What follows belongs to an exercise in optimizing a design on an open flow for small area and a short achievable clock period; a production flow would make more cautious choices.
Function was checked by simulation only, so behaviour that the tests miss may differ from the original.
Power is estimated from default activity; no workload was simulated.

Setup of run 1:
// pam4_link
module pam4_link (
    input  logic        clk,
    input  logic        rstn,
    input  logic        symbol_valid,
    input  logic [1:0]  symbol,
    input  logic [5:0]  noise,
    output logic        sample_valid,
    output logic [7:0]  sample_level,
    output logic        decision_valid,
    output logic [1:0]  decision_symbol
);
clock: 13.0 ns
lec_check: 0
cap_margin: 20
core_area: 2.5 2.5 62.5 62.5
die_area: 0 0 65 65
slew_margin: 20
standard.sh (not shown) runs the stock make flow with config.mk's settings and CLKGATE_MAP_FILE= SYNTH_SCRIPT=/design/flow/synth_recipe.tcl, a recipe that flattens the netlist after the stock synthesis.
==> flow/flow/run.sh <==
#!/bin/bash
# Own layout flow: the standard flow (standard.sh) with three changes.
#  1. The technology-mapping abc call of the standard synthesis script uses flow/map.abc,
#     an area-oriented mapping script, instead of ORFS's abc script. Everything else in
#     synthesis (registers, their names and cells, flattening, renaming) is the standard flow's own.
#  2. No half/full adder cell extraction: abc maps all combinational logic.
#  3. Port buffers are plain buf_1 cells rather than the delay cells buffer_ports picks.
# The make output goes to make_finish.log; ORFS keeps each tool's log under orfs/logs.
set -euo pipefail
WORK=$(pwd)
FLOWDIR=$(cd "$(dirname "${BASH_SOURCE[0]}")" && pwd)
export OWN_ABC_SCRIPT=$FLOWDIR/map.abc
{
  echo 'proc abc {args} {'
  echo '  set i [lsearch -exact $args -script]'
  echo '  if {$i >= 0} { lset args [expr {$i + 1}] $::env(OWN_ABC_SCRIPT) }'
  echo '  yosys abc {*}$args'
  echo '}'
  cat "$WORK/synth_recipe.tcl"
} > "$WORK/own_synth.tcl"
export CTS_ARGS="-sink_clustering_enable -repair_clock_nets -dont_use_dummy_load"
export POST_GLOBAL_PLACE_TCL=$FLOWDIR/inbuf.tcl
export BUFFER_PORTS_ARGS="-inputs -outputs -buffer_cell sky130_fd_sc_hd__buf_1"
bash standard.sh SYNTH_SCRIPT="$WORK/own_synth.tcl" ADDER_MAP_FILE= finish > make_finish.log 2>&1
==> flow/flow/inbuf.tcl <==
# Input port buffers: buf_2 instead of buf_1 (they drive several gates each).
foreach inst [[ord::get_db_block] getInsts] {
  set name [$inst getName]
  if {[string match "input*" $name] && [[$inst getMaster] getName] eq "sky130_fd_sc_hd__buf_1"} {
    replace_cell [get_cells $name] sky130_fd_sc_hd__buf_2
  }
}
==> flow/flow/map.abc <==
strash
dch
map -D 900
topo
Setup changes, run 1 to run 2
- CORE_MARGIN newly set to 2
- DIE_AREA removed (was 0 0 65 65)
- CORE_UTILIZATION newly set to 40
- CORE_AREA removed (was 2.5 2.5 62.5 62.5)
-- flow/flow/run.sh --
<<< run 1, line 20
} > "$WORK/own_synth.tcl"
export CTS_ARGS="-sink_clustering_enable -repair_clock_nets -dont_use_dummy_load"
export POST_GLOBAL_PLACE_TCL=$FLOWDIR/inbuf.tcl
export BUFFER_PORTS_ARGS="-inputs -outputs -buffer_cell sky130_fd_sc_hd__buf_1"
bash standard.sh SYNTH_SCRIPT="$WORK/own_synth.tcl" ADDER_MAP_FILE= finish > make_finish.log 2>&1
>>> run 2, line 20
} > "$WORK/own_synth.tcl"
export BUFFER_PORTS_ARGS="-inputs -outputs -buffer_cell sky130_fd_sc_hd__buf_1"
bash standard.sh SYNTH_SCRIPT="$WORK/own_synth.tcl" ADDER_MAP_FILE= SETUP_SLACK_MARGIN=9.6 finish > make_finish.log 2>&1
==> flow/flow/map.abc <==
strash
dch
amap
topo
removed: flow/flow/inbuf.tcl
Looking at number of cell rows, run 2 sits 5 lower than run 1 does.
Compared with run 1, run 2 shows a post-layout minimum cycle time that is 190 ps higher.
Run 1 → run 2: number of library cell types mapped by synthesis moved up; pin count of the biggest net entering global routing grew by 1; final cell count lost 9.
Compare run 1 and run 2 | sequential share of cell area lower: run 2
Changes in run 3 relative to run 2:
- putting DIE_AREA at 0 0 65 65 where nothing was set
- clearing CORE_UTILIZATION, which used to be 40
- clearing CORE_MARGIN, which used to be 2
- putting CORE_AREA at 2.5 2.5 62.5 62.5 where nothing was set
-- flow/flow/run.sh --
<<< run 2, line 20
} > "$WORK/own_synth.tcl"
export BUFFER_PORTS_ARGS="-inputs -outputs -buffer_cell sky130_fd_sc_hd__buf_1"
bash standard.sh SYNTH_SCRIPT="$WORK/own_synth.tcl" ADDER_MAP_FILE= SETUP_SLACK_MARGIN=9.6 finish > make_finish.log 2>&1
>>> run 3, line 20
} > "$WORK/own_synth.tcl"
export CTS_ARGS="-sink_clustering_enable -repair_clock_nets -dont_use_dummy_load"
export BUFFER_PORTS_ARGS="-inputs -outputs -buffer_cell sky130_fd_sc_hd__buf_1"
bash standard.sh SYNTH_SCRIPT="$WORK/own_synth.tcl" ADDER_MAP_FILE= SETUP_SLACK_MARGIN=9.15 finish > make_finish.log 2>&1
==> flow/flow/map.abc <==
strash
dch
map -D 900
topo
==> notes.md <==
Combinational power in run 3 is 40% below run 2.
Run 3 vs. run 2: total number of tap cells went up by 70%.
Compared with run 2, run 3 instantiates a larger number of standard cells.
Pre-CTS setup slack: run 3 higher than run 2
Synthesized netlist net count came out higher on run 3 than on run 2.
There was hardly any difference in count of nets left with antenna violations after detail routing between run 3 and run 2.
Finished layout cell area (run 3 vs. run 2) decreases by more than 10%
#### Input delta (run 4 over run 3)
==> flow/flow/run.sh <==
#!/bin/bash
# Own layout flow: the standard flow (standard.sh), run whole, with these changes.
#  1. Synthesis is the standard script (synth_recipe.tcl) except for its technology-mapping
#     abc call, which runs flow/map.abc (strash; dch; map -D 900) instead of ORFS's abc script.
#     Registers, their names and cells, flattening and renaming are the standard synthesis's.
#  2. No half/full adder cell extraction (ADDER_MAP_FILE empty): abc maps all the logic.
#  3. Port buffers are buf_1 cells rather than the delay cells buffer_ports picks by default.
#  4. CTS without dummy loads (-dont_use_dummy_load); otherwise ORFS's default CTS arguments.
#  5. repair_timing aims for a setup margin of 9.1 ns (SETUP_SLACK_MARGIN), so it also sizes
#     up the few gates on the slowest input-to-register paths. The SDC and clock period are
#     the standard flow's, unchanged.
# The make output goes to make_finish.log; ORFS keeps each tool's own log under orfs/logs.
set -euo pipefail
WORK=$(pwd)
FLOWDIR=$(cd "$(dirname "${BASH_SOURCE[0]}")" && pwd)
export OWN_ABC_SCRIPT=$FLOWDIR/map.abc
{
  echo 'proc abc {args} {'
  echo '  set i [lsearch -exact $args -script]'
  echo '  if {$i >= 0} { lset args [expr {$i + 1}] $::env(OWN_ABC_SCRIPT) }'
  echo '  yosys abc {*}$args'
  echo '}'
  cat "$WORK/synth_recipe.tcl"
} > "$WORK/own_synth.tcl"
export CTS_ARGS="-sink_clustering_enable -repair_clock_nets -dont_use_dummy_load"
export BUFFER_PORTS_ARGS="-inputs -outputs -buffer_cell sky130_fd_sc_hd__buf_1"
bash standard.sh SYNTH_SCRIPT="$WORK/own_synth.tcl" ADDER_MAP_FILE= SETUP_SLACK_MARGIN=9.04 finish > make_finish.log 2>&1
Run 4 gives less layout overhead on the synthesized area than run 3 did. Diff run 3 -> run 4: routed wire length decreased 2.7%; maximum frequency dropped 6.8 MHz. [compare] base=run 3 new=run 4: cell count went down about 1.6%; number of vias in the routed layout went down 24.
Input-level comparison between run 5 and run 4:
==> flow/flow/run.sh <==
#!/bin/bash
# Own layout flow: the standard flow (standard.sh) with three changes.
#  1. The technology-mapping abc call of the standard synthesis script uses flow/map.abc,
#     an area-oriented mapping script, instead of ORFS's abc script. Everything else in
#     synthesis (registers, their names and cells, flattening, renaming) is the standard flow's own.
#  2. No half/full adder cell extraction: abc maps all combinational logic.
#  3. Port buffers are plain buf_1 cells rather than the delay cells buffer_ports picks.
# The make output goes to make_finish.log; ORFS keeps each tool's log under orfs/logs.
set -euo pipefail
WORK=$(pwd)
FLOWDIR=$(cd "$(dirname "${BASH_SOURCE[0]}")" && pwd)
export OWN_ABC_SCRIPT=$FLOWDIR/map.abc
{
  echo 'proc abc {args} {'
  echo '  set i [lsearch -exact $args -script]'
  echo '  if {$i >= 0} { lset args [expr {$i + 1}] $::env(OWN_ABC_SCRIPT) }'
  echo '  yosys abc {*}$args'
  echo '}'
  cat "$WORK/synth_recipe.tcl"
} > "$WORK/own_synth.tcl"
export CTS_ARGS="-sink_clustering_enable -repair_clock_nets -dont_use_dummy_load"
export BUFFER_PORTS_ARGS="-inputs -outputs -buffer_cell sky130_fd_sc_hd__buf_1"
bash standard.sh SYNTH_SCRIPT="$WORK/own_synth.tcl" ADDER_MAP_FILE= SETUP_SLACK_MARGIN=9.12 finish > make_finish.log 2>&1
[summary]
Fraction of area in non-clock buffers delta (run 4 -> run 5): insignificant. Met3 wire length, run 5 and run 4: lower on run 5. [run 5 vs run 4] final cycle utilization of the critical path: lower in run 5. Compared with run 4, run 5 shows a higher share of the final layout cell area in multi-input gates. Run 5 has more setup slack than run 4. Comparing the two runs side by side, run 5 comes out behind run 4 on total via count after detailed routing.
Changes in run 6 relative to run 5:
- PLACE_DENSITY: unset -> 0.35
==> flow/flow/run.sh <==
#!/bin/bash
# Own layout flow: the standard flow (standard.sh), run whole, with these changes.
#  1. Synthesis is the standard script (synth_recipe.tcl) except for its technology-mapping
#     abc call, which runs flow/map.abc (strash; dch; map -D 900) instead of ORFS's abc script.
#     Registers, their names and cells, flattening and renaming are the standard synthesis's.
#  2. No half/full adder cell extraction (ADDER_MAP_FILE empty): abc maps all the logic.
#  3. Port buffers are buf_1 cells rather than the delay cells buffer_ports picks by default.
#  4. CTS without dummy loads (-dont_use_dummy_load); otherwise ORFS's default CTS arguments.
#  5. repair_timing aims for a setup margin of 9.1 ns (SETUP_SLACK_MARGIN), so it also sizes
#     up the few gates on the slowest input-to-register paths. The SDC and clock period are
#     the standard flow's, unchanged.
# The make output goes to make_finish.log; ORFS keeps each tool's own log under orfs/logs.
set -euo pipefail
WORK=$(pwd)
FLOWDIR=$(cd "$(dirname "${BASH_SOURCE[0]}")" && pwd)
export OWN_ABC_SCRIPT=$FLOWDIR/map.abc
{
  echo 'proc abc {args} {'
  echo '  set i [lsearch -exact $args -script]'
  echo '  if {$i >= 0} { lset args [expr {$i + 1}] $::env(OWN_ABC_SCRIPT) }'
  echo '  yosys abc {*}$args'
  echo '}'
  cat "$WORK/synth_recipe.tcl"
} > "$WORK/own_synth.tcl"
export CTS_ARGS="-sink_clustering_enable -repair_clock_nets -dont_use_dummy_load"
export BUFFER_PORTS_ARGS="-inputs -outputs -buffer_cell sky130_fd_sc_hd__buf_1"
bash standard.sh SYNTH_SCRIPT="$WORK/own_synth.tcl" ADDER_MAP_FILE= SETUP_SLACK_MARGIN=9.1 finish > make_finish.log 2>&1
Findings:
- Run 6 — global-route usage 1.0 points higher, run 5 as reference
- Summary — fmax, run 6 relative to run 5: lower, by 1.9%.
- On power, the higher figure sits with run 6, not run 5.
- Compared with run 5, run 6 shows switching component of the power that has gone up by a few percent.
- Between run 6 and run 5, the design internal power does not differ in any meaningful way.
- Total wirelength of the detailed-routed design (higher): run 6

[static timing again, ports no longer ideal]
The results above use ideal ports. As a check the final layouts listed here were re-extracted and re-timed, cells and wires unchanged.
Step 1, drivers: a clkbuf_16 drives clk and a buf_2 each remaining input, both assumed.
Step 2, shift: input delay + t, output delay - t, t = (earliest + latest rising clock arrival at the registers) / 2. This alone moves slack from input paths to output paths.
a / b / c = no drivers / after step 1 / after step 2; a / b = the first two.
run	t (ns)	setup WS [ns]	worst hold slack (ns)	worst setup path after step 2	pins driven straight from the clock port
run 1	0.281	9.114 / 9.111 / 8.830	0.484 / 0.484 / 0.484	input to register	1
run 2	0.290	8.928 / 8.905 / 8.614	0.494 / 0.494 / 0.494	input to register	1
run 3	0.289	9.308 / 9.302 / 9.013	0.483 / 0.483 / 0.483	input to register	1
run 4	0.289	9.212 / 9.208 / 8.919	0.483 / 0.483 / 0.483	input to register	1
run 5	0.288	9.268 / 9.263 / 8.974	0.482 / 0.482 / 0.482	input to register	1
run 6	0.294	9.198 / 9.199 / 8.905	0.490 / 0.490 / 0.490	input to register	1
After both steps every run listed still meets setup and hold. For run 2, which loses most, drivers alone change the setup slack by -0.023 ns; drivers and shift together by -0.314 ns.
